Source: an optimization exercise on an open RTL-to-GDS flow (aim: small area, a short achievable clock period and few clock cycles per item). Production flows keep margins and buffers that such runs may drop.
Only simulation tests tie the RTL to the original design; equivalence was not proved.

## design/flow/flow/run.sh

```bash
#!/bin/bash
# The standard layout (standard.sh) with two changes:
# - clock tree synthesis adds no dummy loads to balance the tree;
# - the port buffers are buf_1 cells.
set -o pipefail
export CTS_ARGS="-sink_clustering_enable -repair_clock_nets -sink_clustering_size 40 -buf_list sky130_fd_sc_hd__clkbuf_8 -dont_use_dummy_load"
export BUFFER_PORTS_ARGS="-buffer_cell sky130_fd_sc_hd__buf_1"
bash standard.sh > standard.log 2>&1
```

## design/flow/standard.sh

```bash
#!/bin/bash
# synth_recipe.tcl (not shown) runs the flow's synth.tcl, then flattens the netlist and writes it again
# the make line also repeats each setting of config.mk as NAME=value (left out here)
make -C /OpenROAD-flow-scripts/flow DESIGN_CONFIG=/design/flow/config.mk WORK_HOME=/design/flow/orfs CLKGATE_MAP_FILE= SYNTH_SCRIPT=/design/flow/synth_recipe.tcl "${@:-finish}"
```

## design/flow/config.mk

```make
export PLATFORM = sky130hd
export DESIGN_NAME = matvec3
export DESIGN_NICKNAME = matvec3
export VERILOG_FILES = /design/flow/design.v
export SDC_FILE = /design/flow/constraint.sdc
export NUM_CORES = 4
export LEC_CHECK = 0
export ABC_AREA = 1
export CAP_MARGIN = 20
export CORE_MARGIN = 2
export CORE_UTILIZATION = 40
export CTS_BUF_LIST = sky130_fd_sc_hd__clkbuf_8
export CTS_CLUSTER_SIZE = 40
export SETUP_SLACK_MARGIN = 4.5
export SLEW_MARGIN = 20
```

## design/flow/constraint.sdc

```tcl
create_clock -name core_clock -period 7.0 [get_ports {clk}]
set_input_delay 1.4000 -clock core_clock [delete_from_list [all_inputs] [get_ports {clk}]]
set_output_delay 1.4000 -clock core_clock [all_outputs]
set_load 0.01 [all_outputs]
```

## design/flow/design.v

```verilog
module mul_csa (
    input  wire [13:0] w,
    input  wire [6:0]  one,
    input  wire [6:0]  two,
    input  wire [6:0]  neg,
    output wire [27:0] r0,
    output wire [27:0] r1,
    output wire [27:0] r2
);
    wire t1 = (one[0] & w[0]) ^ neg[0];
    wire t2 = ((one[0] & w[1]) | (two[0] & w[0])) ^ neg[0];
    wire t3 = ((one[0] & w[2]) | (two[0] & w[1])) ^ neg[0];
    wire t4 = ((one[0] & w[3]) | (two[0] & w[2])) ^ neg[0];
    wire t5 = ((one[0] & w[4]) | (two[0] & w[3])) ^ neg[0];
    wire t6 = ((one[0] & w[5]) | (two[0] & w[4])) ^ neg[0];
    wire t7 = ((one[0] & w[6]) | (two[0] & w[5])) ^ neg[0];
    wire t8 = ((one[0] & w[7]) | (two[0] & w[6])) ^ neg[0];
    wire t9 = ((one[0] & w[8]) | (two[0] & w[7])) ^ neg[0];
    wire t10 = ((one[0] & w[9]) | (two[0] & w[8])) ^ neg[0];
    wire t11 = ((one[0] & w[10]) | (two[0] & w[9])) ^ neg[0];
    wire t12 = ((one[0] & w[11]) | (two[0] & w[10])) ^ neg[0];
    wire t13 = ((one[0] & w[12]) | (two[0] & w[11])) ^ neg[0];
    wire t14 = ((one[0] & w[13]) | (two[0] & w[12])) ^ neg[0];
    wire t15 = ~(((one[0] & w[13]) | (two[0] & w[13])) ^ neg[0]);
    wire t16 = (one[1] & w[0]) ^ neg[1];
    wire t17 = ((one[1] & w[1]) | (two[1] & w[0])) ^ neg[1];
    wire t18 = ((one[1] & w[2]) | (two[1] & w[1])) ^ neg[1];
    wire t19 = ((one[1] & w[3]) | (two[1] & w[2])) ^ neg[1];
    wire t20 = ((one[1] & w[4]) | (two[1] & w[3])) ^ neg[1];
    wire t21 = ((one[1] & w[5]) | (two[1] & w[4])) ^ neg[1];
    wire t22 = ((one[1] & w[6]) | (two[1] & w[5])) ^ neg[1];
    wire t23 = ((one[1] & w[7]) | (two[1] & w[6])) ^ neg[1];
    wire t24 = ((one[1] & w[8]) | (two[1] & w[7])) ^ neg[1];
    wire t25 = ((one[1] & w[9]) | (two[1] & w[8])) ^ neg[1];
    wire t26 = ((one[1] & w[10]) | (two[1] & w[9])) ^ neg[1];
    wire t27 = ((one[1] & w[11]) | (two[1] & w[10])) ^ neg[1];
    wire t28 = ((one[1] & w[12]) | (two[1] & w[11])) ^ neg[1];
    wire t29 = ((one[1] & w[13]) | (two[1] & w[12])) ^ neg[1];
    wire t30 = ~(((one[1] & w[13]) | (two[1] & w[13])) ^ neg[1]);
    wire t31 = (one[2] & w[0]) ^ neg[2];
    wire t32 = ((one[2] & w[1]) | (two[2] & w[0])) ^ neg[2];
    wire t33 = ((one[2] & w[2]) | (two[2] & w[1])) ^ neg[2];
    wire t34 = ((one[2] & w[3]) | (two[2] & w[2])) ^ neg[2];
    wire t35 = ((one[2] & w[4]) | (two[2] & w[3])) ^ neg[2];
    wire t36 = ((one[2] & w[5]) | (two[2] & w[4])) ^ neg[2];
    wire t37 = ((one[2] & w[6]) | (two[2] & w[5])) ^ neg[2];
    wire t38 = ((one[2] & w[7]) | (two[2] & w[6])) ^ neg[2];
    wire t39 = ((one[2] & w[8]) | (two[2] & w[7])) ^ neg[2];
    wire t40 = ((one[2] & w[9]) | (two[2] & w[8])) ^ neg[2];
    wire t41 = ((one[2] & w[10]) | (two[2] & w[9])) ^ neg[2];
    wire t42 = ((one[2] & w[11]) | (two[2] & w[10])) ^ neg[2];
    wire t43 = ((one[2] & w[12]) | (two[2] & w[11])) ^ neg[2];
    wire t44 = ((one[2] & w[13]) | (two[2] & w[12])) ^ neg[2];
    wire t45 = ~(((one[2] & w[13]) | (two[2] & w[13])) ^ neg[2]);
    wire t46 = (one[3] & w[0]) ^ neg[3];
    wire t47 = ((one[3] & w[1]) | (two[3] & w[0])) ^ neg[3];
    wire t48 = ((one[3] & w[2]) | (two[3] & w[1])) ^ neg[3];
    wire t49 = ((one[3] & w[3]) | (two[3] & w[2])) ^ neg[3];
    wire t50 = ((one[3] & w[4]) | (two[3] & w[3])) ^ neg[3];
    wire t51 = ((one[3] & w[5]) | (two[3] & w[4])) ^ neg[3];
    wire t52 = ((one[3] & w[6]) | (two[3] & w[5])) ^ neg[3];
    wire t53 = ((one[3] & w[7]) | (two[3] & w[6])) ^ neg[3];
    wire t54 = ((one[3] & w[8]) | (two[3] & w[7])) ^ neg[3];
    wire t55 = ((one[3] & w[9]) | (two[3] & w[8])) ^ neg[3];
    wire t56 = ((one[3] & w[10]) | (two[3] & w[9])) ^ neg[3];
    wire t57 = ((one[3] & w[11]) | (two[3] & w[10])) ^ neg[3];
    wire t58 = ((one[3] & w[12]) | (two[3] & w[11])) ^ neg[3];
    wire t59 = ((one[3] & w[13]) | (two[3] & w[12])) ^ neg[3];
    wire t60 = ~(((one[3] & w[13]) | (two[3] & w[13])) ^ neg[3]);
    wire t61 = (one[4] & w[0]) ^ neg[4];
    wire t62 = ((one[4] & w[1]) | (two[4] & w[0])) ^ neg[4];
    wire t63 = ((one[4] & w[2]) | (two[4] & w[1])) ^ neg[4];
    wire t64 = ((one[4] & w[3]) | (two[4] & w[2])) ^ neg[4];
    wire t65 = ((one[4] & w[4]) | (two[4] & w[3])) ^ neg[4];
    wire t66 = ((one[4] & w[5]) | (two[4] & w[4])) ^ neg[4];
    wire t67 = ((one[4] & w[6]) | (two[4] & w[5])) ^ neg[4];
    wire t68 = ((one[4] & w[7]) | (two[4] & w[6])) ^ neg[4];
    wire t69 = ((one[4] & w[8]) | (two[4] & w[7])) ^ neg[4];
    wire t70 = ((one[4] & w[9]) | (two[4] & w[8])) ^ neg[4];
    wire t71 = ((one[4] & w[10]) | (two[4] & w[9])) ^ neg[4];
    wire t72 = ((one[4] & w[11]) | (two[4] & w[10])) ^ neg[4];
    wire t73 = ((one[4] & w[12]) | (two[4] & w[11])) ^ neg[4];
    wire t74 = ((one[4] & w[13]) | (two[4] & w[12])) ^ neg[4];
    wire t75 = ~(((one[4] & w[13]) | (two[4] & w[13])) ^ neg[4]);
    wire t76 = (one[5] & w[0]) ^ neg[5];
    wire t77 = ((one[5] & w[1]) | (two[5] & w[0])) ^ neg[5];
    wire t78 = ((one[5] & w[2]) | (two[5] & w[1])) ^ neg[5];
    wire t79 = ((one[5] & w[3]) | (two[5] & w[2])) ^ neg[5];
    wire t80 = ((one[5] & w[4]) | (two[5] & w[3])) ^ neg[5];
    wire t81 = ((one[5] & w[5]) | (two[5] & w[4])) ^ neg[5];
    wire t82 = ((one[5] & w[6]) | (two[5] & w[5])) ^ neg[5];
    wire t83 = ((one[5] & w[7]) | (two[5] & w[6])) ^ neg[5];
    wire t84 = ((one[5] & w[8]) | (two[5] & w[7])) ^ neg[5];
    wire t85 = ((one[5] & w[9]) | (two[5] & w[8])) ^ neg[5];
    wire t86 = ((one[5] & w[10]) | (two[5] & w[9])) ^ neg[5];
    wire t87 = ((one[5] & w[11]) | (two[5] & w[10])) ^ neg[5];
    wire t88 = ((one[5] & w[12]) | (two[5] & w[11])) ^ neg[5];
    wire t89 = ((one[5] & w[13]) | (two[5] & w[12])) ^ neg[5];
    wire t90 = ~(((one[5] & w[13]) | (two[5] & w[13])) ^ neg[5]);
    wire t91 = (one[6] & w[0]) ^ neg[6];
    wire t92 = ((one[6] & w[1]) | (two[6] & w[0])) ^ neg[6];
    wire t93 = ((one[6] & w[2]) | (two[6] & w[1])) ^ neg[6];
    wire t94 = ((one[6] & w[3]) | (two[6] & w[2])) ^ neg[6];
    wire t95 = ((one[6] & w[4]) | (two[6] & w[3])) ^ neg[6];
    wire t96 = ((one[6] & w[5]) | (two[6] & w[4])) ^ neg[6];
    wire t97 = ((one[6] & w[6]) | (two[6] & w[5])) ^ neg[6];
    wire t98 = ((one[6] & w[7]) | (two[6] & w[6])) ^ neg[6];
    wire t99 = ((one[6] & w[8]) | (two[6] & w[7])) ^ neg[6];
    wire t100 = ((one[6] & w[9]) | (two[6] & w[8])) ^ neg[6];
    wire t101 = ((one[6] & w[10]) | (two[6] & w[9])) ^ neg[6];
    wire t102 = ((one[6] & w[11]) | (two[6] & w[10])) ^ neg[6];
    wire t103 = ((one[6] & w[12]) | (two[6] & w[11])) ^ neg[6];
    wire t104 = ((one[6] & w[13]) | (two[6] & w[12])) ^ neg[6];
    wire t105 = ~(((one[6] & w[13]) | (two[6] & w[13])) ^ neg[6]);
    wire t106 = t3 ^ t16 ^ neg[1];
    wire t107 = (t3 & t16) | (t3 & neg[1]) | (t16 & neg[1]);
    wire t108 = t4 ^ t17 ^ t107;
    wire t109 = (t4 & t17) | (t4 & t107) | (t17 & t107);
    wire t110 = t5 ^ t18 ^ t31;
    wire t111 = (t5 & t18) | (t5 & t31) | (t18 & t31);
    wire t112 = neg[2] ^ t110 ^ t109;
    wire t113 = (neg[2] & t110) | (neg[2] & t109) | (t110 & t109);
    wire t114 = t6 ^ t19 ^ t32;
    wire t115 = (t6 & t19) | (t6 & t32) | (t19 & t32);
    wire t116 = t111 ^ t114;
    wire t117 = t111 & t114;
    wire t118 = t7 ^ t20 ^ t33;
    wire t119 = (t7 & t20) | (t7 & t33) | (t20 & t33);
    wire t120 = t46 ^ neg[3] ^ t115;
    wire t121 = (t46 & neg[3]) | (t46 & t115) | (neg[3] & t115);
    wire t122 = t118 ^ t117 ^ t120;
    wire t123 = (t118 & t117) | (t118 & t120) | (t117 & t120);
    wire t124 = t8 ^ t21 ^ t34;
    wire t125 = (t8 & t21) | (t8 & t34) | (t21 & t34);
    wire t126 = t47 ^ t119 ^ t124;
    wire t127 = (t47 & t119) | (t47 & t124) | (t119 & t124);
    wire t128 = t121 ^ t126;
    wire t129 = t121 & t126;
    wire t130 = t9 ^ t22 ^ t35;
    wire t131 = (t9 & t22) | (t9 & t35) | (t22 & t35);
    wire t132 = t48 ^ t61 ^ neg[4];
    wire t133 = (t48 & t61) | (t48 & neg[4]) | (t61 & neg[4]);
    wire t134 = t125 ^ t130 ^ t132;
    wire t135 = (t125 & t130) | (t125 & t132) | (t130 & t132);
    wire t136 = t127 ^ t134;
    wire t137 = t127 & t134;
    wire t138 = t10 ^ t23 ^ t36;
    wire t139 = (t10 & t23) | (t10 & t36) | (t23 & t36);
    wire t140 = t49 ^ t62 ^ t131;
    wire t141 = (t49 & t62) | (t49 & t131) | (t62 & t131);
    wire t142 = t133 ^ t138 ^ t135;
    wire t143 = (t133 & t138) | (t133 & t135) | (t138 & t135);
    wire t144 = t11 ^ t24 ^ t37;
    wire t145 = (t11 & t24) | (t11 & t37) | (t24 & t37);
    wire t146 = t50 ^ t63 ^ t76;
    wire t147 = (t50 & t63) | (t50 & t76) | (t63 & t76);
    wire t148 = neg[5] ^ t139 ^ t144;
    wire t149 = (neg[5] & t139) | (neg[5] & t144) | (t139 & t144);
    wire t150 = t146 ^ t141 ^ t148;
    wire t151 = (t146 & t141) | (t146 & t148) | (t141 & t148);
    wire t152 = t12 ^ t25 ^ t38;
    wire t153 = (t12 & t25) | (t12 & t38) | (t25 & t38);
    wire t154 = t51 ^ t64 ^ t77;
    wire t155 = (t51 & t64) | (t51 & t77) | (t64 & t77);
    wire t156 = t145 ^ t147 ^ t152;
    wire t157 = (t145 & t147) | (t145 & t152) | (t147 & t152);
    wire t158 = t154 ^ t149 ^ t156;
    wire t159 = (t154 & t149) | (t154 & t156) | (t149 & t156);
    wire t160 = t13 ^ t26 ^ t39;
    wire t161 = (t13 & t26) | (t13 & t39) | (t26 & t39);
    wire t162 = t52 ^ t65 ^ t78;
    wire t163 = (t52 & t65) | (t52 & t78) | (t65 & t78);
    wire t164 = t91 ^ neg[6] ^ t153;
    wire t165 = (t91 & neg[6]) | (t91 & t153) | (neg[6] & t153);
    wire t166 = t155 ^ t160 ^ t162;
    wire t167 = (t155 & t160) | (t155 & t162) | (t160 & t162);
    wire t168 = t157 ^ t164 ^ t166;
    wire t169 = (t157 & t164) | (t157 & t166) | (t164 & t166);
    wire t170 = t14 ^ t27 ^ t40;
    wire t171 = (t14 & t27) | (t14 & t40) | (t27 & t40);
    wire t172 = t53 ^ t66 ^ t79;
    wire t173 = (t53 & t66) | (t53 & t79) | (t66 & t79);
    wire t174 = t92 ^ t161 ^ t163;
    wire t175 = (t92 & t161) | (t92 & t163) | (t161 & t163);
    wire t176 = t170 ^ t172 ^ t165;
    wire t177 = (t170 & t172) | (t170 & t165) | (t172 & t165);
    wire t178 = t167 ^ t174;
    wire t179 = t167 & t174;
    wire t180 = t15 ^ t28 ^ t41;
    wire t181 = (t15 & t28) | (t15 & t41) | (t28 & t41);
    wire t182 = t54 ^ t67 ^ t80;
    wire t183 = (t54 & t67) | (t54 & t80) | (t67 & t80);
    wire t184 = t93 ^ 1'b1 ^ t171;
    wire t185 = (t93 & 1'b1) | (t93 & t171) | (1'b1 & t171);
    wire t186 = t173 ^ t180 ^ t182;
    wire t187 = (t173 & t180) | (t173 & t182) | (t180 & t182);
    wire t188 = t175 ^ t184 ^ t186;
    wire t189 = (t175 & t184) | (t175 & t186) | (t184 & t186);
    wire t190 = t29 ^ t42 ^ t55;
    wire t191 = (t29 & t42) | (t29 & t55) | (t42 & t55);
    wire t192 = t68 ^ t81 ^ t94;
    wire t193 = (t68 & t81) | (t68 & t94) | (t81 & t94);
    wire t194 = 1'b1 ^ t181 ^ t183;
    wire t195 = (1'b1 & t181) | (1'b1 & t183) | (t181 & t183);
    wire t196 = t190 ^ t192 ^ t185;
    wire t197 = (t190 & t192) | (t190 & t185) | (t192 & t185);
    wire t198 = t187 ^ t194;
    wire t199 = t187 & t194;
    wire t200 = t30 ^ t43 ^ t56;
    wire t201 = (t30 & t43) | (t30 & t56) | (t43 & t56);
    wire t202 = t69 ^ t82 ^ t95;
    wire t203 = (t69 & t82) | (t69 & t95) | (t82 & t95);
    wire t204 = t191 ^ t193 ^ t200;
    wire t205 = (t191 & t193) | (t191 & t200) | (t193 & t200);
    wire t206 = t202 ^ t195 ^ t204;
    wire t207 = (t202 & t195) | (t202 & t204) | (t195 & t204);
    wire t208 = t44 ^ t57 ^ t70;
    wire t209 = (t44 & t57) | (t44 & t70) | (t57 & t70);
    wire t210 = t83 ^ t96 ^ 1'b1;
    wire t211 = (t83 & t96) | (t83 & 1'b1) | (t96 & 1'b1);
    wire t212 = t201 ^ t203 ^ t208;
    wire t213 = (t201 & t203) | (t201 & t208) | (t203 & t208);
    wire t214 = t210 ^ t205 ^ t212;
    wire t215 = (t210 & t205) | (t210 & t212) | (t205 & t212);
    wire t216 = t45 ^ t58 ^ t71;
    wire t217 = (t45 & t58) | (t45 & t71) | (t58 & t71);
    wire t218 = t84 ^ t97 ^ t209;
    wire t219 = (t84 & t97) | (t84 & t209) | (t97 & t209);
    wire t220 = t211 ^ t216 ^ t213;
    wire t221 = (t211 & t216) | (t211 & t213) | (t216 & t213);
    wire t222 = t59 ^ t72 ^ t85;
    wire t223 = (t59 & t72) | (t59 & t85) | (t72 & t85);
    wire t224 = t98 ^ 1'b1 ^ t217;
    wire t225 = (t98 & 1'b1) | (t98 & t217) | (1'b1 & t217);
    wire t226 = t222 ^ t219 ^ t224;
    wire t227 = (t222 & t219) | (t222 & t224) | (t219 & t224);
    wire t228 = t60 ^ t73 ^ t86;
    wire t229 = (t60 & t73) | (t60 & t86) | (t73 & t86);
    wire t230 = t99 ^ t223 ^ t228;
    wire t231 = (t99 & t223) | (t99 & t228) | (t223 & t228);
    wire t232 = t225 ^ t230;
    wire t233 = t225 & t230;
    wire t234 = t74 ^ t87 ^ t100;
    wire t235 = (t74 & t87) | (t74 & t100) | (t87 & t100);
    wire t236 = 1'b1 ^ t229 ^ t234;
    wire t237 = (1'b1 & t229) | (1'b1 & t234) | (t229 & t234);
    wire t238 = t231 ^ t236;
    wire t239 = t231 & t236;
    wire t240 = t75 ^ t88 ^ t101;
    wire t241 = (t75 & t88) | (t75 & t101) | (t88 & t101);
    wire t242 = t235 ^ t240 ^ t237;
    wire t243 = (t235 & t240) | (t235 & t237) | (t240 & t237);
    wire t244 = t89 ^ t102 ^ 1'b1;
    wire t245 = (t89 & t102) | (t89 & 1'b1) | (t102 & 1'b1);
    wire t246 = t241 ^ t244;
    wire t247 = t241 & t244;
    wire t248 = t90 ^ t103 ^ t245;
    wire t249 = (t90 & t103) | (t90 & t245) | (t103 & t245);
    wire t250 = t104 ^ 1'b1 ^ t249;
    wire t251 = (t104 & 1'b1) | (t104 & t249) | (1'b1 & t249);
    assign r0[0] = t1;
    assign r0[1] = t2;
    assign r0[2] = t106;
    assign r0[3] = t108;
    assign r0[4] = t112;
    assign r0[5] = t113;
    assign r0[6] = t122;
    assign r0[7] = t123;
    assign r0[8] = t129;
    assign r0[9] = t140;
    assign r0[10] = t143;
    assign r0[11] = t151;
    assign r0[12] = t159;
    assign r0[13] = t169;
    assign r0[14] = t177;
    assign r0[15] = t189;
    assign r0[16] = t197;
    assign r0[17] = t207;
    assign r0[18] = t218;
    assign r0[19] = t221;
    assign r0[20] = t227;
    assign r0[21] = t233;
    assign r0[22] = t239;
    assign r0[23] = t243;
    assign r0[24] = t247;
    assign r0[25] = t250;
    assign r0[26] = t105;
    assign r0[27] = 1'b1;
    assign r1[0] = neg[0];
    assign r1[1] = 1'b0;
    assign r1[2] = 1'b0;
    assign r1[3] = 1'b0;
    assign r1[4] = 1'b0;
    assign r1[5] = t116;
    assign r1[6] = 1'b0;
    assign r1[7] = t128;
    assign r1[8] = t136;
    assign r1[9] = t137;
    assign r1[10] = t150;
    assign r1[11] = t158;
    assign r1[12] = t168;
    assign r1[13] = t176;
    assign r1[14] = t179;
    assign r1[15] = t196;
    assign r1[16] = t199;
    assign r1[17] = t214;
    assign r1[18] = t215;
    assign r1[19] = t226;
    assign r1[20] = t232;
    assign r1[21] = t238;
    assign r1[22] = t242;
    assign r1[23] = t246;
    assign r1[24] = t248;
    assign r1[25] = 1'b0;
    assign r1[26] = t251;
    assign r1[27] = 1'b0;
    assign r2[0] = 1'b0;
    assign r2[1] = 1'b0;
    assign r2[2] = 1'b0;
    assign r2[3] = 1'b0;
    assign r2[4] = 1'b0;
    assign r2[5] = 1'b0;
    assign r2[6] = 1'b0;
    assign r2[7] = 1'b0;
    assign r2[8] = 1'b0;
    assign r2[9] = t142;
    assign r2[10] = 1'b0;
    assign r2[11] = 1'b0;
    assign r2[12] = 1'b0;
    assign r2[13] = t178;
    assign r2[14] = t188;
    assign r2[15] = t198;
    assign r2[16] = t206;
    assign r2[17] = 1'b0;
    assign r2[18] = t220;
    assign r2[19] = 1'b0;
    assign r2[20] = 1'b0;
    assign r2[21] = 1'b0;
    assign r2[22] = 1'b0;
    assign r2[23] = 1'b0;
    assign r2[24] = 1'b0;
    assign r2[25] = 1'b0;
    assign r2[26] = 1'b0;
    assign r2[27] = 1'b0;
endmodule
module acc_add (
    input  wire [27:0] a,
    input  wire [27:0] r0,
    input  wire [27:0] r1,
    input  wire [27:0] r2,
    output wire [27:0] y
);
    wire [27:0] x0;
    wire [27:0] x1;
    wire v1 = r0[9] ^ r1[9];
    wire v2 = r0[9] & r1[9];
    wire v3 = r0[10] ^ r1[10];
    wire v4 = r0[10] & r1[10];
    wire v5 = r0[11] ^ r1[11];
    wire v6 = r0[11] & r1[11];
    wire v7 = r0[12] ^ r1[12];
    wire v8 = r0[12] & r1[12];
    wire v9 = r0[13] ^ r1[13] ^ r2[13];
    wire v10 = (r0[13] & r1[13]) | (r0[13] & r2[13]) | (r1[13] & r2[13]);
    wire v11 = r0[14] ^ r1[14] ^ r2[14];
    wire v12 = (r0[14] & r1[14]) | (r0[14] & r2[14]) | (r1[14] & r2[14]);
    wire v13 = r0[15] ^ r1[15] ^ r2[15];
    wire v14 = (r0[15] & r1[15]) | (r0[15] & r2[15]) | (r1[15] & r2[15]);
    wire v15 = r0[16] ^ r1[16] ^ r2[16];
    wire v16 = (r0[16] & r1[16]) | (r0[16] & r2[16]) | (r1[16] & r2[16]);
    wire v17 = r0[17] ^ r1[17];
    wire v18 = r0[17] & r1[17];
    wire v19 = r0[18] ^ r1[18] ^ r2[18];
    wire v20 = (r0[18] & r1[18]) | (r0[18] & r2[18]) | (r1[18] & r2[18]);
    wire v21 = r0[19] ^ r1[19];
    wire v22 = r0[19] & r1[19];
    wire v23 = r0[20] ^ r1[20];
    wire v24 = r0[20] & r1[20];
    wire v25 = r0[21] ^ r1[21];
    wire v26 = r0[21] & r1[21];
    wire v27 = r0[22] ^ r1[22];
    wire v28 = r0[22] & r1[22];
    wire v29 = r0[23] ^ r1[23];
    wire v30 = r0[23] & r1[23];
    wire v31 = r0[24] ^ r1[24];
    wire v32 = r0[24] & r1[24];
    wire v33 = r0[0] ^ r1[0];
    wire v34 = r0[0] & r1[0];
    wire v35 = r0[1] ^ a[1];
    wire v36 = r0[1] & a[1];
    wire v37 = r0[2] ^ a[2];
    wire v38 = r0[2] & a[2];
    wire v39 = r0[3] ^ a[3];
    wire v40 = r0[3] & a[3];
    wire v41 = r0[4] ^ a[4];
    wire v42 = r0[4] & a[4];
    wire v43 = r0[5] ^ r1[5] ^ a[5];
    wire v44 = (r0[5] & r1[5]) | (r0[5] & a[5]) | (r1[5] & a[5]);
    wire v45 = r0[6] ^ a[6];
    wire v46 = r0[6] & a[6];
    wire v47 = r0[7] ^ r1[7] ^ a[7];
    wire v48 = (r0[7] & r1[7]) | (r0[7] & a[7]) | (r1[7] & a[7]);
    wire v49 = r0[8] ^ r1[8] ^ a[8];
    wire v50 = (r0[8] & r1[8]) | (r0[8] & a[8]) | (r1[8] & a[8]);
    wire v51 = r2[9] ^ a[9] ^ v1;
    wire v52 = (r2[9] & a[9]) | (r2[9] & v1) | (a[9] & v1);
    wire v53 = a[10] ^ v2 ^ v3;
    wire v54 = (a[10] & v2) | (a[10] & v3) | (v2 & v3);
    wire v55 = a[11] ^ v4 ^ v5;
    wire v56 = (a[11] & v4) | (a[11] & v5) | (v4 & v5);
    wire v57 = a[12] ^ v6 ^ v7;
    wire v58 = (a[12] & v6) | (a[12] & v7) | (v6 & v7);
    wire v59 = a[13] ^ v8 ^ v9;
    wire v60 = (a[13] & v8) | (a[13] & v9) | (v8 & v9);
    wire v61 = a[14] ^ v10 ^ v11;
    wire v62 = (a[14] & v10) | (a[14] & v11) | (v10 & v11);
    wire v63 = a[15] ^ v12 ^ v13;
    wire v64 = (a[15] & v12) | (a[15] & v13) | (v12 & v13);
    wire v65 = a[16] ^ v14 ^ v15;
    wire v66 = (a[16] & v14) | (a[16] & v15) | (v14 & v15);
    wire v67 = a[17] ^ v16 ^ v17;
    wire v68 = (a[17] & v16) | (a[17] & v17) | (v16 & v17);
    wire v69 = a[18] ^ v18 ^ v19;
    wire v70 = (a[18] & v18) | (a[18] & v19) | (v18 & v19);
    wire v71 = a[19] ^ v20 ^ v21;
    wire v72 = (a[19] & v20) | (a[19] & v21) | (v20 & v21);
    wire v73 = a[20] ^ v22 ^ v23;
    wire v74 = (a[20] & v22) | (a[20] & v23) | (v22 & v23);
    wire v75 = a[21] ^ v24 ^ v25;
    wire v76 = (a[21] & v24) | (a[21] & v25) | (v24 & v25);
    wire v77 = a[22] ^ v26 ^ v27;
    wire v78 = (a[22] & v26) | (a[22] & v27) | (v26 & v27);
    wire v79 = a[23] ^ v28 ^ v29;
    wire v80 = (a[23] & v28) | (a[23] & v29) | (v28 & v29);
    wire v81 = a[24] ^ v30 ^ v31;
    wire v82 = (a[24] & v30) | (a[24] & v31) | (v30 & v31);
    wire v83 = r0[25] ^ a[25] ^ v32;
    wire v84 = (r0[25] & a[25]) | (r0[25] & v32) | (a[25] & v32);
    wire v85 = r0[26] ^ r1[26] ^ a[26];
    wire v86 = (r0[26] & r1[26]) | (r0[26] & a[26]) | (r1[26] & a[26]);
    wire v87 = 1'b1 ^ a[27];
    wire v88 = 1'b1 & a[27];
    assign x0[0] = a[0];
    assign x1[0] = v33;
    assign x0[1] = v34;
    assign x1[1] = v35;
    assign x0[2] = v36;
    assign x1[2] = v37;
    assign x0[3] = v38;
    assign x1[3] = v39;
    assign x0[4] = v40;
    assign x1[4] = v41;
    assign x0[5] = v42;
    assign x1[5] = v43;
    assign x0[6] = v44;
    assign x1[6] = v45;
    assign x0[7] = v46;
    assign x1[7] = v47;
    assign x0[8] = v48;
    assign x1[8] = v49;
    assign x0[9] = v50;
    assign x1[9] = v51;
    assign x0[10] = v52;
    assign x1[10] = v53;
    assign x0[11] = v54;
    assign x1[11] = v55;
    assign x0[12] = v56;
    assign x1[12] = v57;
    assign x0[13] = v58;
    assign x1[13] = v59;
    assign x0[14] = v60;
    assign x1[14] = v61;
    assign x0[15] = v62;
    assign x1[15] = v63;
    assign x0[16] = v64;
    assign x1[16] = v65;
    assign x0[17] = v66;
    assign x1[17] = v67;
    assign x0[18] = v68;
    assign x1[18] = v69;
    assign x0[19] = v70;
    assign x1[19] = v71;
    assign x0[20] = v72;
    assign x1[20] = v73;
    assign x0[21] = v74;
    assign x1[21] = v75;
    assign x0[22] = v76;
    assign x1[22] = v77;
    assign x0[23] = v78;
    assign x1[23] = v79;
    assign x0[24] = v80;
    assign x1[24] = v81;
    assign x0[25] = v82;
    assign x1[25] = v83;
    assign x0[26] = v84;
    assign x1[26] = v85;
    assign x0[27] = v86;
    assign x1[27] = v87;
    assign y = x0 + x1;
endmodule
`timescale 1ns/1ps
`default_nettype none
module matvec3
(
    input  logic               clk,
    input  logic               reset,
    input  logic               input_valid,
    output logic               input_ready,
    input  logic signed [13:0] input_data,
    output logic               output_valid,
    input  logic               output_ready,
    output logic signed [27:0] output_data
);
    logic [3:0]         ph;        
    logic signed [13:0] ring [12];
    logic signed [13:0] ring0_d;
    logic signed [13:0] x_n;       
    logic [6:0]         one_q;     
    logic [6:0]         two_q;
    logic [6:0]         neg_q;
    logic [3:0]         wc;
    logic               active;    
    logic [3:0]         pi;        
    logic [1:0]         pc;        
    logic [1:0]         xl;        
    logic               fire_d;
    logic               first_d;
    logic               last_d;
    logic [27:0]        s_q;
    logic [27:0]        c_q;
    logic [27:0]        e_q;
    logic [27:0]        acc;
    logic [27:0]        s_d;
    logic [27:0]        c_d;
    logic [27:0]        e_d;
    logic [3:0]         pi_ph;     
    logic [3:0]         ph_n;
    logic [3:0]         wc_n;
    logic               active_n;
    logic [3:0]         pi_n;
    logic [1:0]         pc_n;
    logic [1:0]         xl_n;
    logic               ready_n;
    logic accept;
    logic fire;
    logic cancel;
    logic retire;
    function automatic logic slot_free(input logic [3:0] w, input logic act,
                                       input logic [3:0] p);
        if (w < 4'd9)       slot_free = !act || (p > w);
        else if (w == 4'd9) slot_free = !act;
        else                slot_free = 1'b1;
    endfunction
    assign accept      = input_valid && input_ready;
    assign pi_ph       = (pi < 4'd2) ? pi + 4'd10 : pi - 4'd2;
    assign cancel      = fire_d && first_d && output_valid && !output_ready;
    assign retire      = fire_d && !cancel;
    assign fire        = active && (ph == pi_ph) && (xl > pc) && !cancel;
    assign output_data = acc;
    always_comb begin
        ph_n     = (ph == 4'd11) ? 4'd0 : ph + 4'd1;
        wc_n     = wc;
        active_n = active;
        pi_n     = pi;
        pc_n     = pc;
        xl_n     = xl;
        if (accept) begin
            wc_n = (wc == 4'd11) ? 4'd0 : wc + 4'd1;
            if (wc == 4'd9) begin
                active_n = 1'b1;
                pi_n     = '0;
                pc_n     = '0;
                xl_n     = 2'd1;
            end else if (wc > 4'd9) begin
                xl_n = xl + 2'd1;
            end
        end
        if (fire) begin
            pi_n = pi + 4'd1;
            pc_n = (pc == 2'd2) ? 2'd0 : pc + 2'd1;
            if (pi == 4'd8) active_n = 1'b0;
        end else if (cancel) begin
            pi_n = pi - 4'd1;
            pc_n = '0;
        end
        ready_n = (ph_n == wc_n) && slot_free(wc_n, active_n, pi_n);
    end
    assign ring0_d = accept ? input_data : ring[11];
    always_comb begin
        if (ph >= 4'd9)      x_n = ring0_d;
        else if (ph <= 4'd2) x_n = ring[2];
        else                 x_n = ring[5];
    end
    logic [14:0] x_ext;
    assign x_ext = {x_n, 1'b0};
    always_ff @(posedge clk) begin
        for (int k = 0; k < 7; k++) begin
            logic b2, b1, b0;
            b2 = x_ext[2*k+2];
            b1 = x_ext[2*k+1];
            b0 = x_ext[2*k];
            one_q[k] <= b1 ^ b0;
            two_q[k] <= (b2 & !b1 & !b0) | (!b2 & b1 & b0);
            neg_q[k] <= b2;
        end
    end
    mul_csa mul_i (
        .w  (ring[9]),
        .one(one_q),
        .two(two_q),
        .neg(neg_q),
        .r0 (s_d),
        .r1 (c_d),
        .r2 (e_d)
    );
    always_ff @(posedge clk) begin
        ring[0] <= ring0_d;
        for (int k = 1; k < 12; k++) ring[k] <= ring[k-1];
        s_q     <= s_d;
        c_q     <= c_d;
        e_q     <= e_d;
        first_d <= (pc == 2'd0);
        last_d  <= (pc == 2'd2);
    end
    logic [27:0] a_m;
    assign a_m = first_d ? 28'd0 : acc;
    logic [27:0] sum;
    acc_add add_i (
        .a  (a_m),
        .r0 (s_q),
        .r1 (c_q),
        .r2 (e_q),
        .y  (sum)
    );
    always_ff @(posedge clk) begin
        if (retire) begin
            acc <= sum;
        end
    end
    always_ff @(posedge clk) begin
        if (reset) begin
            ph           <= '0;
            wc           <= '0;
            active       <= 1'b0;
            pi           <= '0;
            pc           <= '0;
            xl           <= '0;
            fire_d       <= 1'b0;
            input_ready  <= 1'b1;
            output_valid <= 1'b0;
        end else begin
            ph           <= ph_n;
            wc           <= wc_n;
            active       <= active_n;
            pi           <= pi_n;
            pc           <= pc_n;
            xl           <= xl_n;
            fire_d       <= fire;
            input_ready  <= ready_n;
            if (retire && last_d)   output_valid <= 1'b1;
            else if (output_ready)  output_valid <= 1'b0;
        end
    end
endmodule
`default_nettype wire
```

==> key figures, run 1 <==
Run status
  • Status: finished clean

Floorplanning
  • Core area: 35400 um2
  • Die Y: 193 um
  • I/O Pins: 48
  • Horiz. Die Dim: 193 um
  • Die ar.: 37200 um2
  • Initial core utilization: 0.403
  • Row count: 69

Yosys
  • Synth top area cells: dfxtp_1 37%, fa_1 11%, xor2_1 7.8%
  • Cells after Synth: 1549
  • Top cell type's share of synthesized area: 0.372
  • Synth cell types: 44
  • Post-synth top area cell: dfxtp_1
  • Synth Cell Area: 14300 um2
  • Synthesized Nets: 1725
  • Syn_area_per_cell: 9.22 um2
  • #FFs+latches synth: 293
  • Syn. warnings: 3
  • Post-synthesis sequential area ratio: 0.430

STA
  • Final Hold Viols: 0
  • Post-route minimum period: 2.84 ns
  • Unrepaired setup endpoints after global routing: true
  • Clk_skew: 0.0372 ns
  • Final period util: 0.406
  • Relative slew slack: 0.406
  • Final setup margin: 4.16 ns
  • WHS: 0.312 ns
  • Worst-margin pin slew: 0.892 ns
  • F_max: 352 MHz
  • TNS Setup: 0 ns
  • Final slew viol count: 0
  • Final Setup Violations: 0

Final layout
  • Final instance area: 18600 um2
  • Commonest non-fill, non-tap cell in the layout: dfxtp_1
  • Antenna Cells: 0
  • Finished Layout Cells: 2220
  • Fin util: 0.526
  • Commonest cells after routing, fill and taps aside: 226 x dfxtp_1, 202 x nand2_1, 185 x inv_1, 114 x xor2_1, 114 x buf_4
  • Share of layout cells above drive strength 1: 0.348
  • Final net count: 1937
  • Area Overhead vs Synth: 30.5%

Global route
  • Largest net degree at the start of global routing: 29
  • GR Util All Layers: 0.201
  • Initial antenna violation count: 0
  • GR Overflow Total: 0
  • Vias in the first global route: 10900
  • First-pass GRT wire length: 58.1 mm

Setup path
  • CP bufs+invs: 4
  • Cell depth of the worst setup path: 9
  • Family with the most delay on the worst path: adder cells
  • Crit start category: flop
  • FF-to-FF path depth: 9
  • Critical path class: reg2reg
  • Max stage delay on crit path: 0.53 ns
  • Maximum fanout along the worst path: 4
  • WP data required: 7.49 ns
  • Crit path cell chain: buf_6, buf_6, clkinvlp_4, o22ai_2, xor2_1, fa_2, inv_1, fa_1, fa_2
  • CP Data Arrival Time: 3.33 ns
  • Slowest CP cell: fa_2
  • CP Capture Type: flop

Detailed routing
  • Routed len/inst: 17.5 um
  • Post-Route WL: 38.8 mm
  • First-pass DRT Iterations: 7
  • Vias/cell: 5.06
  • Initial DRC count: 904
  • Drt drc: 0
  • DRT antenna net count: 0
  • Total number of vias: 11200

CTS
  • TritonCTS clock tree: done
  • Clock latency at the later pin of the worst-skew pair: 0.57 ns
  • Total clock sinks: 293
  • H-tree levels: 2
  • Max clock buf depth: 3
  • Root Buffer: clkbuf_8
  • CTS Buf Count: 47
  • Worst-path clk slew: 0.06 ns
  • CTS Hold Bufs: 0

Placement
  • Dpl hpwl: 24.1 mm
  • PortBufs: 47
  • Placed cells: 2009
  • Area after DPL: 15100 um2
  • Routability Congestion: 0.977
  • Placement Setup Slack: 3.53 ns

Hold path
  • Hold depth: 0
  • Class of the most critical hold timing path: reg2reg

Flow run
  • Max Cap Violations: 0
layer usage:
layer	vias up	global-route usage	wire (um)
li1	5309	-	-
met1	5284	0.261	16500
met2	463	0.326	17700
met3	167	0.0409	2610
met4	0	0.0883	2030
met5	-	0	0
cell type report:
type	instances	area, um2
Tap cell	461	577
Clock buffer	47	647
Timing Repair inverter	12	90.1
Inverter	270	1170
Sequential cell	293	6240
Timing Repair Buffer	198	1600
Multi-Input combinational cell	939	8290
Fill cell	3116	16800
synthesized netlist by cell type (all sizes together):
| cell | n |
|---|---|
| nand3b | 4 |
| and2 | 2 |
| a31oi | 2 |
| fa | 81 |
| o21a | 1 |
| xnor2 | 4 |
| nor4 | 2 |
| a21o | 4 |
| o22ai | 91 |
| edfxtp | 28 |
| nand4 | 18 |
| dfxtp | 265 |
| clkbuf | 33 |
| inv | 265 |
| nor3 | 4 |
| nand2 | 255 |
| nor2 | 95 |
| a21oi | 43 |
| clkinv | 5 |
| o21ai | 39 |
| o21bai | 6 |
| o211ai | 11 |
| xor2 | 127 |
| nand3 | 67 |
| ha | 77 |
| buf | 16 |
| or2 | 4 |
worst paths after layout:
path          startpoint  slack [ns]      endpoint
max          ring[9][10]        4.16  add_i.r1[11]
min           ring[3][0]        0.31    ring[4][0]
max reg2reg  ring[9][10]        4.16  add_i.r1[11]
min reg2reg   ring[3][0]        0.31    ring[4][0]
registers in the layout, indices dropped and copies added, names as in the netlist:
name          count
ring            168
acc              28
s_q              27
add_i.r1         21
neg_q             7
one_q             7
two_q             7
add_i.r2          6
ph                4
pi                4
wc                4
pc                2
xl                2
active            1
fire_d            1
first_d           1
input_ready       1
last_d            1
output_valid      1
cells by family after synthesis:
family,Yosys count,share of synthesized area
AO/OA/AOI/OAI,197,0.0859
flip-flops,293,0.430
AND/OR/NAND/NOR,451,0.135
adder cells (fa/ha/maj),158,0.181
XOR/XNOR,131,0.0809
buffers and inverters,319,0.0868
timing repair:
action                                 CTS  global route
gates cloned                            11             3
setup endpoints to repair               95           109
endpoints found under the hold margin    0             0
buffers inserted                       101            49
resized for setup                      196           240
pin swaps                               47            86
Testbench counts, summed over its fixed seeds: cycles 4,680, items 1,152.
==> run 2: changes to the inputs <==
--- a/design/flow/config.mk
+++ b/design/flow/config.mk
@@ -11,5 +11,5 @@
 export CORE_UTILIZATION = 40
 export CTS_BUF_LIST = sky130_fd_sc_hd__clkbuf_8
 export CTS_CLUSTER_SIZE = 40
-export SETUP_SLACK_MARGIN = 4.5
+export SETUP_SLACK_MARGIN = 3.9
 export SLEW_MARGIN = 20
==> key figures, run 2 <==
Run status
  • Status: finished clean

STA
  • Final Hold Viols: 0
  • Final slew viol count: 0
  • WHS: 0.303 ns
  • Clk_skew: 0.0648 ns
  • Unrepaired setup endpoints after global routing: true
  • F_max: 330 MHz
  • Worst-margin pin slew: 0.865 ns
  • Post-route minimum period: 3.03 ns
  • Final Setup Violations: 0
  • Relative slew slack: 0.423
  • Final period util: 0.434
  • TNS Setup: 0 ns

Hold path
  • Class of the most critical hold timing path: reg2reg

Floorplanning
  • Row count: 69
  • Initial core utilization: 0.403
  • Core area: 35400 um2
  • Die ar.: 37200 um2
  • I/O Pins: 48
  • Horiz. Die Dim: 193 um
  • Die Y: 193 um

Yosys
  • Xor and xnor area share after synthesis: 0.0809
  • Multiplexer share of the synthesized area: 0
  • Cells after Synth: 1549
  • Top cell type's share of synthesized area: 0.372
  • Ys flop type: dfxtp_1
  • Syn_area_per_cell: 9.22 um2
  • Largest family of logic cells by synthesized area: adder cells
  • Synth Area in Adders: 0.181
  • Synth Cell Area: 14300 um2
  • Synth Area in Compound Gates: 0.0859
  • Post-synth top area cell: dfxtp_1
  • Post-synthesis sequential area ratio: 0.430
  • Synth top area cells: dfxtp_1 37%, fa_1 11%, xor2_1 7.8%
  • #FFs+latches synth: 293
  • Simple-gate share of the synthesized area: 0.135
  • Syn. warnings: 3
  • Post-synth ARST share: 0
  • Count leader, synth: dfxtp_1
  • Synth cell types: 44
  • Post-synth EDFFs: 28
  • Synth cell count leaders: 265 x dfxtp_1, 249 x inv_1, 246 x nand2_1
  • Synthesized Nets: 1725

CTS
  • Total clock sinks: 293
  • CTS Hold Bufs: 0
  • Worst-path clk slew: 0.06 ns
  • CTS Buf Count: 49
  • Root Buffer: clkbuf_8
  • Max clock buf depth: 3
  • TritonCTS clock tree: done
  • H-tree levels: 2
  • Clock latency at the later pin of the worst-skew pair: 0.57 ns

Detailed routing
  • Post-Route WL: 31.3 mm
  • Routed len/inst: 15.2 um
  • Vias/cell: 4.77
  • First-pass DRT Iterations: 7
  • Initial DRC count: 531
  • DRT antenna net count: 0
  • Drt drc: 0
  • Total number of vias: 9835

Placement
  • Placed cells: 2010
  • Routability Congestion: 0.946
  • PortBufs: 47
  • Dpl hpwl: 23.8 mm

Final layout
  • Fin util: 0.441
  • Fill count: 3520
  • Final net count: 1777
  • Largest Register: ring
  • Largest register FFs: 168
  • Commonest cells after routing, fill and taps aside: 262 x dfxtp_1, 248 x inv_1, 244 x nand2_1, 127 x xor2_1, 91 x o22ai_1
  • Antenna Cells: 0
  • Share of layout cells above drive strength 1: 0.0807
  • Commonest non-fill, non-tap cell in the layout: dfxtp_1
  • Largest regs: ring: 168 flops, acc: 28 flops, s_q: 27 flops
  • Area Overhead vs Synth: 9.36%
  • Finished Layout Cells: 2060

Setup path
  • Critical path class: reg2reg
  • CP Data Arrival Time: 3.29 ns
  • Maximum fanout along the worst path: 4
  • CP Capture Type: flop
  • WP data required: 7.25 ns
  • Crit start category: flop

Global route
  • Initial antenna violation count: 0
  • Vias in the first global route: 9926
  • Largest net degree at the start of global routing: 29
  • GR Overflow Total: 0
  • First-pass GRT wire length: 51.4 mm
  • GR Util All Layers: 0.175

Flow run
  • Max Cap Violations: 0
## run 2: final timing paths
kind | slack, ns | to | cells past startpoint | startpoint
setup / recovery | 3.97 | acc[17] | 8 | add_i.r2[16]
hold / removal | 0.30 | ring[5][0] | 0 | ring[4][0]
setup reg to reg | 3.97 | acc[17] | 8 | add_i.r2[16]
hold reg to reg | 0.30 | ring[5][0] | 0 | ring[4][0]
## run 2: timing repair
action                                  4_1_cts  5_1_grt
cloned                                        0        0
pin swaps                                     0        1
buffers inserted                              1        0
resized for setup                             6       28
endpoints found under the setup margin       19       19
## run 2: logic make-up after synthesis
| kind of cell | after synthesis |
|---|---|
| AOI/OAI and AO/OA | 197 |
| xor gates and xnor gates | 131 |
| adders and majority gates | 158 |
| buffers and inverters | 319 |
| DFF | 293 |
| and+or+nand+nor | 451 |
## run 2: worst max-delay path, cell delays in order (launching register included)
cell and delay, ns:
dfxtp_1 0.31, fa_1 0.55, fa_1 0.43, ha_1 0.39, a21oi_1 0.24, o21ai_0 0.25, nor2_1 0.22, nand3_1 0.18
xor2_1 0.19
## run 2: metal layers
layer	vias to the layer above	share of wire	global-route usage
li1	4989	-	-
met1	4497	0.47	0.237
met2	280	0.45	0.279
met3	69	0.054	0.0322
met4	0	0.030	0.0647
met5	-	0	0
## run 2: final cells by class
cell class,instances,area (um2),share of cell area
Timing Repair Buffer,50,204,0.0131
Clock buffer,49,674,0.0432
Sequential cell,293,6150,0.394
Multi-Input combinational cell,937,6990,0.448
Tap cell,461,577,0.0369
Inverter,270,1020,0.0652
## run 2: through the flow
stage          setup WS (ns)  area, um2
3_5_place_dp            3.26      14800
4_1_cts                 3.92      15500
5_1_grt                 3.81      15600
2_1_floorplan           3.92      14300
3_3_place_gp            3.30      14800
6_report                3.97      15600
==> run 3: changes to the inputs <==
--- a/design/flow/flow/run.sh
+++ b/design/flow/flow/run.sh
@@ -5,4 +5,5 @@
 set -o pipefail
 export CTS_ARGS="-sink_clustering_enable -repair_clock_nets -sink_clustering_size 40 -buf_list sky130_fd_sc_hd__clkbuf_8 -dont_use_dummy_load"
 export BUFFER_PORTS_ARGS="-buffer_cell sky130_fd_sc_hd__buf_1"
+export RECOVER_POWER=100
 bash standard.sh > standard.log 2>&1
--- a/design/flow/config.mk
+++ b/design/flow/config.mk
@@ -11,5 +11,5 @@
 export CORE_UTILIZATION = 40
 export CTS_BUF_LIST = sky130_fd_sc_hd__clkbuf_8
 export CTS_CLUSTER_SIZE = 40
-export SETUP_SLACK_MARGIN = 3.9
+export SETUP_SLACK_MARGIN = 4.1
 export SLEW_MARGIN = 20
==> key figures, run 3 <==
Floorplanning
  • Initial core utilization: 0.403
  • Horiz. Die Dim: 193 um
  • Core area: 35400 um2
  • Die ar.: 37200 um2
  • I/O Pins: 48
  • Row count: 69
  • Die Y: 193 um

Detailed routing
  • Post-Route WL: 32.4 mm
  • First-pass DRT Iterations: 5
  • DRT antenna net count: 0
  • Drt drc: 0
  • Total number of vias: 10000
  • Routed len/inst: 15.6 um
  • Initial DRC count: 536
  • Vias/cell: 4.82

Final layout
  • Final net count: 1794
  • Fin util: 0.446
  • Largest register FFs: 168
  • Largest Register: ring
  • Antenna Cells: 0
  • Finished Layout Cells: 2077
  • Commonest cells after routing, fill and taps aside: 260 x dfxtp_1, 244 x nand2_1, 242 x inv_1, 127 x xor2_1, 91 x o22ai_1
  • Final instance area: 15800 um2
  • Commonest non-fill, non-tap cell in the layout: dfxtp_1
  • Largest regs: ring: 168 flops, acc: 28 flops, s_q: 27 flops
  • Share of layout cells above drive strength 1: 0.0953
  • Area Overhead vs Synth: 10.7%

Setup path
  • CP dominant cell by count: nand2_1
  • Setup slack, reg-to-reg: 2.98 ns
  • WP data required: 7.30 ns
  • Crit start category: flop
  • Reg-to-reg endpoint: acc[24]
  • Critical path class: reg2reg
  • FF-to-FF path depth: 13
  • Crit path cell chain: clkbuf_1, clkinvlp_2, nand2_1, fa_1, inv_1, ha_1, a21oi_1, o21ai_0, and2_1, o21ai_0, nand3_1, nand2_1, nand2_1
  • CP Capture Type: flop
  • Worst flop-to-flop path startpoint: first_d
  • Slowest CP cell: clkbuf_1
  • Max stage delay on crit path: 0.78 ns
  • Maximum fanout along the worst path: 19
  • CP Data Arrival Time: 4.32 ns

Yosys
  • Top cell type's share of synthesized area: 0.372
  • Post-synth top area cell: dfxtp_1
  • Syn. warnings: 3
  • Post-synthesis sequential area ratio: 0.430
  • Synth cell count leaders: 265 x dfxtp_1, 249 x inv_1, 246 x nand2_1
  • Synth cell types: 44
  • Count leader, synth: dfxtp_1
  • Ys flop type: dfxtp_1
  • Synth top area cells: dfxtp_1 37%, fa_1 11%, xor2_1 7.8%
  • Cells after Synth: 1549
  • Synth Cell Area: 14300 um2
  • Post-synth ARST share: 0
  • Syn_area_per_cell: 9.22 um2
  • Post-synth EDFFs: 28
  • #FFs+latches synth: 293
  • Synthesized Nets: 1725

STA
  • Worst-margin pin slew: 1.75 ns
  • F_max: 249 MHz
  • Post-route minimum period: 4.02 ns
  • Unrepaired setup endpoints after global routing: true
  • Final period util: 0.574
  • Final Setup Violations: 0
  • Clk_skew: 0.0880 ns
  • Final Hold Viols: 0
  • WHS: 0.311 ns
  • Relative slew slack: -0.168
  • TNS Setup: 0 ns
  • Final slew viol count: 29

Global route
  • Largest net degree at the start of global routing: 29
  • First-pass GRT wire length: 51.6 mm
  • GR Overflow Total: 0
  • Vias in the first global route: 9931
  • GR Util All Layers: 0.177
  • Initial antenna violation count: 0

Flow run
  • Max Cap Violations: 1

Hold path
  • Hold Crit Start: ring[7][4]
  • Worst Hold End: ring[8][4]
  • Class of the most critical hold timing path: reg2reg
  • Hold depth: 0

CTS
  • CTS Buf Count: 48
  • TritonCTS clock tree: done
  • Root Buffer: clkbuf_8
  • Worst-path clk slew: 0.05 ns
  • CTS Hold Bufs: 0
  • H-tree levels: 2
  • Max clock buf depth: 3
  • Clock latency at the later pin of the worst-skew pair: 0.58 ns
  • Total clock sinks: 293

Placement
  • PortBufs: 47
  • Dpl hpwl: 24.3 mm
  • Area after DPL: 14800 um2
  • Placed cells: 2010
  • Routability Congestion: 0.901

Run status
  • Status: complete, but fails checks
  • Failed Checks: capacitance limit, slew limit
==> run 3: how the worst max path moves through the flow <==
stage,slack (ns),from,to,cells past startpoint
2_1_floorplan,4.08,input_valid,input_ready,17
3_3_place_gp,3.57,input_valid,input_ready,15
3_5_place_dp,3.54,input_valid,input_ready,15
4_1_cts,4.01,add_i.r2[13],acc[19],12
5_1_grt,2.55,first_d,acc[22],14
6_report,2.98,first_d,acc[24],13
==> run 3: cell families (layout without fill, tap and decap cells) <==
kind of cell    after synthesis  in the layout  synth area share
xor+xnor                    131            131            0.0809
compound gates              197            197            0.0859
fa+ha+maj                   158            158             0.181
simple gates                451            452             0.135
buf+inv                     319            385            0.0868
flops                       293            293             0.430
==> run 3: layer usage <==
metal	global-route usage	wire (um)	share of wire	vias to the layer above
met5	0	0	0	-
met4	0.0661	1020	0.032	0
met3	0.0289	1650	0.051	77
met2	0.284	14600	0.45	280
met1	0.240	15100	0.47	4647
li1	-	-	-	5004
==> run 3: layout make-up <==
type,count,area (um2)
timing repair buffer,66,329
fill,3505,19600
tap,461,577
inverter,270,1040
clock buffer,48,661
timing repair inverter,1,7.51
multi-input combinational,938,7030
sequential,293,6150
==> run 3: timing repair <==
item                       CTS  global route
cloned                       1             1
pin swaps                    0             9
buffers inserted             2            15
resized for setup           18            68
setup endpoints to repair   28            23
==> run 3: worst max-delay path, delay by kind of cell (launching register included) <==
family,cells,cell delay (ns)
buf+inv,3,1.46
compound gates,3,0.70
fa+ha+maj,2,0.68
simple gates,5,0.66
flops,1,0.30
==> run 3: per-stage QoR <==
| step | setup WS, ns |
|---|---|
| 3_3_place_gp | 3.57 |
| 6_report | 2.98 |
| 4_1_cts | 4.01 |
| 5_1_grt | 2.55 |
| 2_1_floorplan | 4.08 |
| 3_5_place_dp | 3.54 |
==> run 4: changes to the inputs <==
--- a/design/flow/flow/run.sh
+++ b/design/flow/flow/run.sh
@@ -5,5 +5,4 @@
 set -o pipefail
 export CTS_ARGS="-sink_clustering_enable -repair_clock_nets -sink_clustering_size 40 -buf_list sky130_fd_sc_hd__clkbuf_8 -dont_use_dummy_load"
 export BUFFER_PORTS_ARGS="-buffer_cell sky130_fd_sc_hd__buf_1"
-export RECOVER_POWER=100
 bash standard.sh > standard.log 2>&1
==> key figures, run 4 <==
Placement
  • Routability Congestion: 0.901
  • PortBufs: 47
  • Dpl hpwl: 24.3 mm

Final layout
  • Share of layout cells above drive strength 1: 0.118
  • Commonest non-fill, non-tap cell in the layout: dfxtp_1
  • Largest Register: ring
  • Area Overhead vs Synth: 11.9%
  • Final net count: 1794
  • Largest regs: ring: 168 flops, acc: 28 flops, s_q: 27 flops
  • Fill count: 3481
  • Commonest cells after routing, fill and taps aside: 258 x dfxtp_1, 241 x inv_1, 238 x nand2_1, 127 x xor2_1, 91 x o22ai_1
  • Largest register FFs: 168
  • Antenna Cells: 0

Detailed routing
  • Met1 wire length: 15.2 mm
  • Detail Route met3 WL: 1.50 mm
  • Initial DRC count: 569
  • DRT antenna net count: 0
  • Post-Route WL: 32.4 mm
  • Routed len/inst: 15.6 um
  • Total number of vias: 9998
  • Vias/cell: 4.81
  • Drt drc: 0
  • Max Used Layer: met4
  • First-pass DRT Iterations: 7
  • Metal2 WL: 14.7 mm

Yosys
  • Count leader, synth: dfxtp_1
  • Syn_area_per_cell: 9.22 um2
  • Post-synth top area cell: dfxtp_1
  • Synth cell count leaders: 265 x dfxtp_1, 249 x inv_1, 246 x nand2_1
  • Synthesized Nets: 1725
  • Post-synth EDFFs: 28
  • Syn. warnings: 3
  • Synth cell types: 44
  • Post-synth ARST share: 0
  • #FFs+latches synth: 293
  • Synth top area cells: dfxtp_1 37%, fa_1 11%, xor2_1 7.8%
  • Post-synthesis sequential area ratio: 0.430
  • Top cell type's share of synthesized area: 0.372
  • Synth Cell Area: 14300 um2
  • Ys flop type: dfxtp_1
  • Cells after Synth: 1549

Setup path
  • CP Capture Type: flop
  • Setup slack, reg-to-reg: 4.15 ns
  • Maximum fanout along the worst path: 11
  • CP Data Arrival Time: 3.28 ns
  • Crit start category: flop
  • WP data required: 7.43 ns
  • Critical Path Start: neg_q[5]
  • Critical path class: reg2reg
  • Worst flop-to-flop path startpoint: neg_q[5]
  • Reg-to-reg endpoint: add_i.r1[12]
  • FF-to-FF path depth: 6

Global route
  • Initial antenna violation count: 0
  • Largest net degree at the start of global routing: 29
  • Vias in the first global route: 9931
  • First-pass GRT wire length: 51.6 mm
  • GR Overflow Total: 0
  • GR Util All Layers: 0.177

Floorplanning
  • Die Y: 193 um
  • Horiz. Die Dim: 193 um
  • Row count: 69
  • I/O Pins: 48
  • Initial core utilization: 0.403
  • Die ar.: 37200 um2
  • Core area: 35400 um2

CTS
  • TritonCTS clock tree: done
  • Clock latency at the later pin of the worst-skew pair: 0.58 ns
  • Max clock buf depth: 3
  • Root Buffer: clkbuf_8
  • H-tree levels: 2
  • Total clock sinks: 293
  • CTS Buf Count: 48
  • Worst-path clk slew: 0.05 ns
  • CTS Hold Bufs: 0

Hold path
  • Hold Crit Start: ring[7][4]
  • Class of the most critical hold timing path: reg2reg
  • Hold depth: 0
  • Worst Hold End: ring[8][4]

STA
  • Final period util: 0.407
  • TNS Setup: 0 ns
  • Post-route minimum period: 2.85 ns
  • Final Hold Viols: 0
  • Relative slew slack: 0.444
  • Final Setup Violations: 0
  • Worst-margin pin slew: 0.833 ns
  • F_max: 351 MHz
  • Clk_skew: 0.0859 ns
  • Unrepaired setup endpoints after global routing: true
  • Final slew viol count: 0

Run status
  • Status: finished clean

Flow run
  • Max Cap Violations: 0
[run 4: logic make-up (layout without fill, tap and decap cells)]
| group | Yosys count | count (layout) | share of synthesized area |
|---|---|---|---|
| buffers and inverters | 319 | 385 | 0.0868 |
| XOR/XNOR | 131 | 131 | 0.0809 |
| AND/OR/NAND/NOR | 451 | 452 | 0.135 |
| flip-flops | 293 | 293 | 0.430 |
| adder cells (fa/ha/maj) | 158 | 158 | 0.181 |
| AO/OA/AOI/OAI | 197 | 197 | 0.0859 |
[run 4: per-stage QoR]
stage	hold slack (ns)	util	area (um2)	worst slack, ns	instances
finish	0.311	0.451	16000	4.15	2077
global route	0.307	0.451	16000	4.05	2077
CTS	0.305	0.440	15600	4.01	2061
detailed placement	0.312	0.420	14800	3.54	2010
global placement	0.310	0.420	14800	3.57	2010
floorplan	0.310	-	14300	4.08	1549
[run 4: timing repair]
action,CTS,global route
pin swaps,0,9
gates resized for setup,18,68
buffers inserted,2,15
endpoints found under the setup margin,28,23
hold endpoints to repair,0,0
gates cloned,1,1
[run 4: worst max-delay path, stage by stage, from the launching register on]
cell and delay [ns]:
dfxtp_2 0.59, clkinv_1 0.41, xor2_1 0.28, fa_1 0.49
inv_1 0.05, fa_1 0.49, fa_1 0.40
[run 4: worst max-delay path by stage]
stage / to / slack (ns)
CTS: acc[19] / 4.01
global placement: input_ready / 3.57
finish: add_i.r1[12] / 4.15
global route: acc[19] / 4.05
floorplan: input_ready / 4.08
detailed placement: input_ready / 3.54
[run 4: final cells by class]
cell class	instances	area (um2)	area share
Timing Repair inverter	1	7.51	0.000470
Timing Repair Buffer	66	355	0.0223
Multi-Input combinational cell	938	7170	0.449
Inverter	270	1040	0.0653
Tap cell	461	577	0.0361
Sequential cell	293	6160	0.386
Clock buffer	48	661	0.0414
[run 4: per-layer routing]
layer,track usage,vias up
met3,0.0289,81
li1,-,5004
met5,0,-
met1,0.240,4653
met2,0.284,260
met4,0.0661,0
==> run 5: changes to the inputs <==
==> design/flow/flow/run.sh (replaced) <==
#!/bin/bash
# The standard layout (standard.sh) with two changes:
# - clock tree synthesis adds no dummy loads to balance the tree;
# - the port buffers are buf_1 cells.
set -o pipefail
export CTS_ARGS="-sink_clustering_enable -repair_clock_nets -sink_clustering_size 40 -buf_list sky130_fd_sc_hd__clkbuf_4 -dont_use_dummy_load"
export BUFFER_PORTS_ARGS="-buffer_cell sky130_fd_sc_hd__buf_1"
bash standard.sh > standard.log 2>&1
--- a/design/flow/config.mk
+++ b/design/flow/config.mk
@@ -9,7 +9,7 @@
 export CAP_MARGIN = 20
 export CORE_MARGIN = 2
 export CORE_UTILIZATION = 40
-export CTS_BUF_LIST = sky130_fd_sc_hd__clkbuf_8
+export CTS_BUF_LIST = sky130_fd_sc_hd__clkbuf_4
 export CTS_CLUSTER_SIZE = 40
 export SETUP_SLACK_MARGIN = 4.1
 export SLEW_MARGIN = 20
==> key figures, run 5 <==
Yosys
  • Post-synthesis sequential area ratio: 0.430
  • Synth cell count leaders: 265 x dfxtp_1, 249 x inv_1, 246 x nand2_1
  • Post-synth top area cell: dfxtp_1
  • #FFs+latches synth: 293
  • Post-synth EDFFs: 28
  • Count leader, synth: dfxtp_1
  • Syn. warnings: 3
  • Synthesized Nets: 1725
  • Synth cell types: 44
  • Post-synth ARST share: 0
  • Cells after Synth: 1549
  • Syn_area_per_cell: 9.22 um2
  • Synth top area cells: dfxtp_1 37%, fa_1 11%, xor2_1 7.8%
  • Synth Cell Area: 14300 um2
  • Top cell type's share of synthesized area: 0.372
  • Ys flop type: dfxtp_1

STA
  • Worst-margin pin slew: 0.840 ns
  • Unrepaired setup endpoints after global routing: true
  • TNS Setup: 0 ns
  • Clk_skew: 0.0687 ns
  • Final setup margin: 4.18 ns
  • Relative slew slack: 0.440
  • Final period util: 0.403
  • Post-route minimum period: 2.82 ns
  • F_max: 355 MHz
  • Final Setup Violations: 0
  • Final slew viol count: 0
  • Final Hold Viols: 0

Floorplanning
  • Initial core utilization: 0.403
  • Core area: 35400 um2
  • Row count: 69
  • Die Y: 193 um
  • Die ar.: 37200 um2
  • Horiz. Die Dim: 193 um
  • I/O Pins: 48

Final layout
  • Commonest cells after routing, fill and taps aside: 257 x dfxtp_1, 242 x inv_1, 221 x nand2_1, 127 x xor2_1, 91 x o22ai_1
  • Area Overhead vs Synth: 13.1%
  • Largest regs: ring: 168 flops, acc: 28 flops, s_q: 27 flops
  • Largest register FFs: 168
  • Fill count: 3446
  • Largest Register: ring
  • Commonest non-fill, non-tap cell in the layout: dfxtp_1
  • Final net count: 1826
  • Finished Layout Cells: 2111
  • Share of layout cells above drive strength 1: 0.157

Global route
  • GR peak layer: met2
  • First-pass GRT wire length: 52.5 mm
  • Largest net degree at the start of global routing: 29
  • Initial antenna violation count: 1
  • Vias in the first global route: 10200
  • GR Util met3: 0.0349
  • GR Util All Layers: 0.181
  • GR Overflow Total: 0
  • M1 GR Usage: 0.240
  • Met2 usage: 0.287

Setup path
  • CP Data Arrival Time: 3.22 ns
  • Maximum fanout along the worst path: 19
  • FF-to-FF path depth: 13
  • Crit start category: flop
  • CP Capture Type: flop
  • Critical path class: reg2reg
  • WP data required: 7.40 ns

CTS
  • TritonCTS clock tree: done
  • H-tree levels: 3
  • Total clock sinks: 293
  • Clock latency at the later pin of the worst-skew pair: 0.69 ns
  • CTS Buf Count: 77
  • Worst-path clk slew: 0.06 ns
  • Root Buffer: clkbuf_4
  • Max clock buf depth: 3

Detailed routing
  • Post-Route WL: 32.9 mm
  • Vias/cell: 4.85
  • Drt drc: 0
  • First-pass DRT Iterations: 5
  • DRT antenna net count: 0
  • Total number of vias: 10200
  • Routed len/inst: 15.6 um
  • Initial DRC count: 655

Hold path
  • Class of the most critical hold timing path: reg2reg
  • Hold depth: 0

Run status
  • Status: finished clean

Placement
  • PortBufs: 47
  • Placed cells: 2010
  • Dpl hpwl: 24.3 mm
  • Routability Congestion: 0.901
  • Placement Setup Slack: 3.54 ns

Flow run
  • Max Cap Violations: 0
run 5: cell counts after synthesis:
Identical to the previous run, type by type.
run 5: per-stage QoR:
stage,util,instance area (um2),hold slack (ns)
finish,0.456,16200,0.276
floorplan,-,14300,0.310
CTS,0.441,15600,0.259
global route,0.456,16200,0.279
global placement,0.420,14800,0.310
detailed placement,0.420,14800,0.312
run 5: layout make-up:
cell class | count | area (um2) | area share
multi-input combinational | 937 | 7420 | 0.460
timing repair inverter | 1 | 7.51 | 0.000465
clock buffer | 77 | 578 | 0.0358
tap | 461 | 577 | 0.0357
sequential | 293 | 6160 | 0.381
inverter | 270 | 1040 | 0.0642
antenna | 2 | 5.00 | 0.000310
timing repair buffer | 70 | 363 | 0.0225
run 5: timing repair:
item,CTS,global route
hold buffers,0,0
hold endpoints to repair,0,0
cloned,1,0
gates resized for setup,38,101
setup buffers,2,19
pin swaps,3,20
setup endpoints to repair,29,22
run 5: worst paths after layout:
check	from	end	slack, ns
setup reg to reg	first_d	acc[19]	4.18
hold reg to reg	ring[8][11]	ring[9][11]	0.28
hold / removal	ring[8][11]	ring[9][11]	0.28
setup / recovery	first_d	acc[19]	4.18
run 5: kinds of logic (layout without fill, tap and decap cells):
| kind of cell | Yosys count | after routing | share of synthesized area |
|---|---|---|---|
| other | 0 | 2 | 0 |
| XOR/XNOR | 131 | 131 | 0.0809 |
| AND/OR/NAND/NOR | 451 | 451 | 0.135 |
| flip-flops | 293 | 293 | 0.430 |
| buffers and inverters | 319 | 418 | 0.0868 |
| adder cells (fa/ha/maj) | 158 | 158 | 0.181 |
| AO/OA/AOI/OAI | 197 | 197 | 0.0859 |
run 5: worst max-delay path, cell delays in order (launching register included):
cell and delay (ns):
dfxtp_1 0.32, buf_12 0.15, clkinvlp_4 0.14, nand2_1 0.10
fa_1 0.53, inv_1 0.06, ha_4 0.26, a21o_1 0.23
nand2_1 0.08, nand2_1 0.08, nand2_1 0.08, nand2_1 0.07
nand3b_1 0.23, xor2_1 0.18
run 5: routing by layer:
layer / wire (um) / part of all wire
met5: 0 / 0
met1: 15400 / 0.47
met2: 14700 / 0.45
met3: 1680 / 0.051
met4: 1130 / 0.034

[what the ideal ports hide]
No port has a modelled driver above. Below, the same layouts with a new extraction and two added sets of constraints. Step 1 (the two cells are an assumption about what drives the block):
set clk [get_ports {clk}]
set_driving_cell -lib_cell sky130_fd_sc_hd__clkbuf_16 $clk
set_driving_cell -lib_cell sky130_fd_sc_hd__buf_2 [delete_from_list [all_inputs] $clk]
Step 2 moves the port delays by t, midway between the first and last clock arrival at a register: inputs arrive t later, outputs are due t later. That takes back most of the time a late clock gives input paths. a / b / c = ideal ports / drivers / drivers and shift; a / b = the first two.
run | t (ns) | slack for setup (ns) | worst data-port slew with drivers (ns) | pins driven straight from the clock port
run 1 | 0.601 | 4.158 / 4.158 / 3.913 | 0.06 | 1
run 2 | 0.584 | 3.965 / 3.965 / 3.610 | 0.07 | 1
run 3 | 0.582 | 2.981 / 2.981 / 2.834 | 0.06 | 1
run 4 | 0.582 | 4.152 / 4.152 / 3.733 | 0.06 | 1
run 5 | 0.700 | 4.181 / 4.181 / 3.693 | 0.06 | 1
The setup slack of run 5, which loses most, moves by 0.000 ns with the drivers and by -0.488 ns with both steps.
